What follows belongs to an exercise in optimizing a design on an open flow for small area; a production flow would make more cautious choices.
Only simulation tests tie the RTL to the original design; equivalence was not proved.
Power is estimated from default activity; no workload was simulated.

==> flow/design.v (excerpt) <==
module frameSource (
  input  wire                 CLK,
  input  wire                 RST,
  input  wire                 nimIn,
  input  wire                 regTrigger,
  input  wire  [FRAMES_W-1:0] frameCount,
  input  wire                 txFull,
  output wire                 nimOut,
  output wire                 txWr,
  output wire  [BYTE_W-1:0]   txData
);
Settings: LEC_CHECK=0, CAP_MARGIN=20, CORE_MARGIN=2, CORE_UTILIZATION=70, SLEW_MARGIN=20; clock period 5.0 ns.
standard.sh (not shown) runs the stock make flow with config.mk's settings and CLKGATE_MAP_FILE= SYNTH_SCRIPT=/design/flow/synth_recipe.tcl, a recipe that flattens the netlist after the stock synthesis.
==> flow/flow/run.sh <==
#!/bin/bash
# Standard synthesis and layout (the standard.sh); only the clock tree
# options (no dummy loads, bigger sink clusters), the port buffer cell and
# the knobs in opts.sh differ from the standard flow's own flow.
set -euo pipefail
source flow/opts.sh
bash standard.sh synth > synth.log 2>&1
export CTS_ARGS="-sink_clustering_enable -repair_clock_nets -dont_use_dummy_load $CTS_OPTS"
export BUFFER_PORTS_ARGS="-buffer_cell sky130_fd_sc_hd__buf_1"
bash standard.sh > layout.log 2>&1
==> flow/flow/opts.sh <==
CTS_OPTS="-buf_list sky130_fd_sc_hd__clkbuf_8 -sink_clustering_size 20 -sink_clustering_max_diameter 60"
Edit:
==> flow/flow/opts.sh (replaced) <==
CTS_OPTS="-buf_list sky130_fd_sc_hd__clkbuf_16 -sink_clustering_size 30 -sink_clustering_max_diameter 80"
Settings changed: CAP_MARGIN 20 to 0, SLEW_MARGIN 20 to 0.
After rerunning: The changed run completed with no timing, DRC or antenna violations; routed wire length increases by 0.44%; synthesized cell count does not change; global-route usage increases by 0.32 points; clock skew increases by 0.0046 ns; critical path depth is unchanged; cell area increases by 0.73%; utilization increases by 0.55 points; combinational power barely changes; total power increases by about 5%; hold slack degrades by 0.0031 ns.

frameSource, a different RTL version from the one above (not shown whole).
Size in the first run: ~7800 um2 of cells after synthesis.
export LEC_CHECK = 0
export CAP_MARGIN = 20
export CORE_MARGIN = 2
export CORE_UTILIZATION = 70
export SLEW_MARGIN = 20
create_clock -name core_clock -period 5.0 [get_ports {CLK}]
==> flow/flow/run.sh <==
#!/bin/bash
# The standard synthesis; then the combinational logic is mapped again
# for area (ABC &deepsyn from a few seeds, the smallest result is kept;
# registers, their names and cell types are kept as blackboxes); then
# the standard layout with the clock tree options (no dummy loads,
# bigger sink clusters) and port buffer cell below.
set -euo pipefail
source flow/opts.sh
bash standard.sh synth > synth.log 2>&1

R=orfs/results/$FLOW_PLATFORM/frameSource/base
LIB=$FLOW_HOME/platforms/sky130hd/lib/sky130_fd_sc_hd__tt_025C_1v80.lib
cp $R/1_2_yosys.v std_netlist.v
SEQ=$(grep -oE '^\s*sky130_fd_sc_hd__(df|edf|sdf|dl|conb)\w*' std_netlist.v | sort -u | tr -d ' ' | tr '\n' ' ')
DU=$(sed 's/^/-dont_use /' flow/dont_use.txt | tr '\n' ' ')
for S in $RESYN_SEEDS; do
  sed "s/@SEED@/$S/; s/@TIME@/$RESYN_TIME/" flow/area.abc > area_$S.abc
  cat > resyn_$S.ys <<EOT
read_liberty -ignore_miss_func $LIB
read_verilog std_netlist.v
hierarchy -top $FLOW_TOP
blackbox $SEQ
flatten
opt -purge
techmap
opt -purge
abc -script area_$S.abc -liberty $LIB $DU
setundef -zero
splitnets
opt_clean -purge
hilomap -singleton -hicell sky130_fd_sc_hd__conb_1 HI -locell sky130_fd_sc_hd__conb_1 LO
insbuf -buf sky130_fd_sc_hd__buf_4 A X
opt_clean -purge
tee -o resyn_$S.stat stat -liberty $LIB
write_verilog -noexpr -noattr -nohex -nodec resyn_$S.v
EOT
  yosys -s resyn_$S.ys > resyn_$S.log 2>&1 &
done
wait
BEST=$(for S in $RESYN_SEEDS; do echo "$(grep 'Chip area' resyn_$S.stat | awk '{print $NF}') $S"; done | sort -g | head -1 | awk '{print $2}')
echo "resyn areas: $(grep -h 'Chip area' resyn_*.stat | awk '{print $NF}' | tr '\n' ' '); kept seed $BEST" > resyn_choice.log
cp resyn_$BEST.v $R/1_2_yosys.v
touch $R/1_2_yosys.v

export CTS_ARGS="-sink_clustering_enable -repair_clock_nets -dont_use_dummy_load $CTS_OPTS"
export BUFFER_PORTS_ARGS="-buffer_cell sky130_fd_sc_hd__buf_1"
bash standard.sh > layout.log 2>&1
Other scripts of this flow, unchanged in this note and not shown: flow/flow/area.abc, flow/flow/dont_use.txt, flow/flow/opts.sh
The starting point finished with timing, DRC and antenna clean.
Then changed:
--- a/flow/config.mk
+++ b/flow/config.mk
@@ -7,5 +7,6 @@
 export LEC_CHECK = 0
-export CAP_MARGIN = 20
+export CAP_MARGIN = 0
 export CORE_MARGIN = 2
 export CORE_UTILIZATION = 70
-export SLEW_MARGIN = 20
+export GPL_TIMING_DRIVEN = 0
+export SLEW_MARGIN = 0
=>
- The new run finished with timing, DRC and antenna clean
- first-iteration DRC count came out lower by 22%
- cell area increases by 0.42%
- final cell count hardly moves
- synthesized area is unchanged
- synthesized cell count is unchanged
- fmax went down by 8.5%
- routed wire length goes up by 1.1%
- non-clock buffer count went down by 2

afterwards: timing with drivers on the ports:
No port has a modelled driver above. Below, the same layouts with a new extraction and two added sets of constraints.
Step 1: set_driving_cell puts a clkbuf_16 on CLK and a buf_2 on each other input, an assumption about the parent block.
Step 2 also shifts input and output timing later by t, the mid clock arrival at the registers, as if the neighbouring blocks saw the same clock.
Three values: ideal ports, drivers, drivers and shift; two values: the first two.
run	t (ns)	slack for setup (ns)	slew at the worst register clock pin (ns)	worst data-port slew with drivers (ns)	cell pins on the clock port's net
the first run of note 1	0.506	0.932 / 0.894 / 1.401	0.11 / 0.11	0.03	1
the second run of note 1	0.481	1.009 / 0.968 / 1.449	0.11 / 0.11	0.03	1
the first run of note 2	0.515	0.929 / 0.892 / 1.407	0.12 / 0.12	0.03	1
the second run of note 2	0.517	0.552 / 0.514 / 1.031	0.11 / 0.11	0.04	1
After both steps every run listed still meets setup and hold.
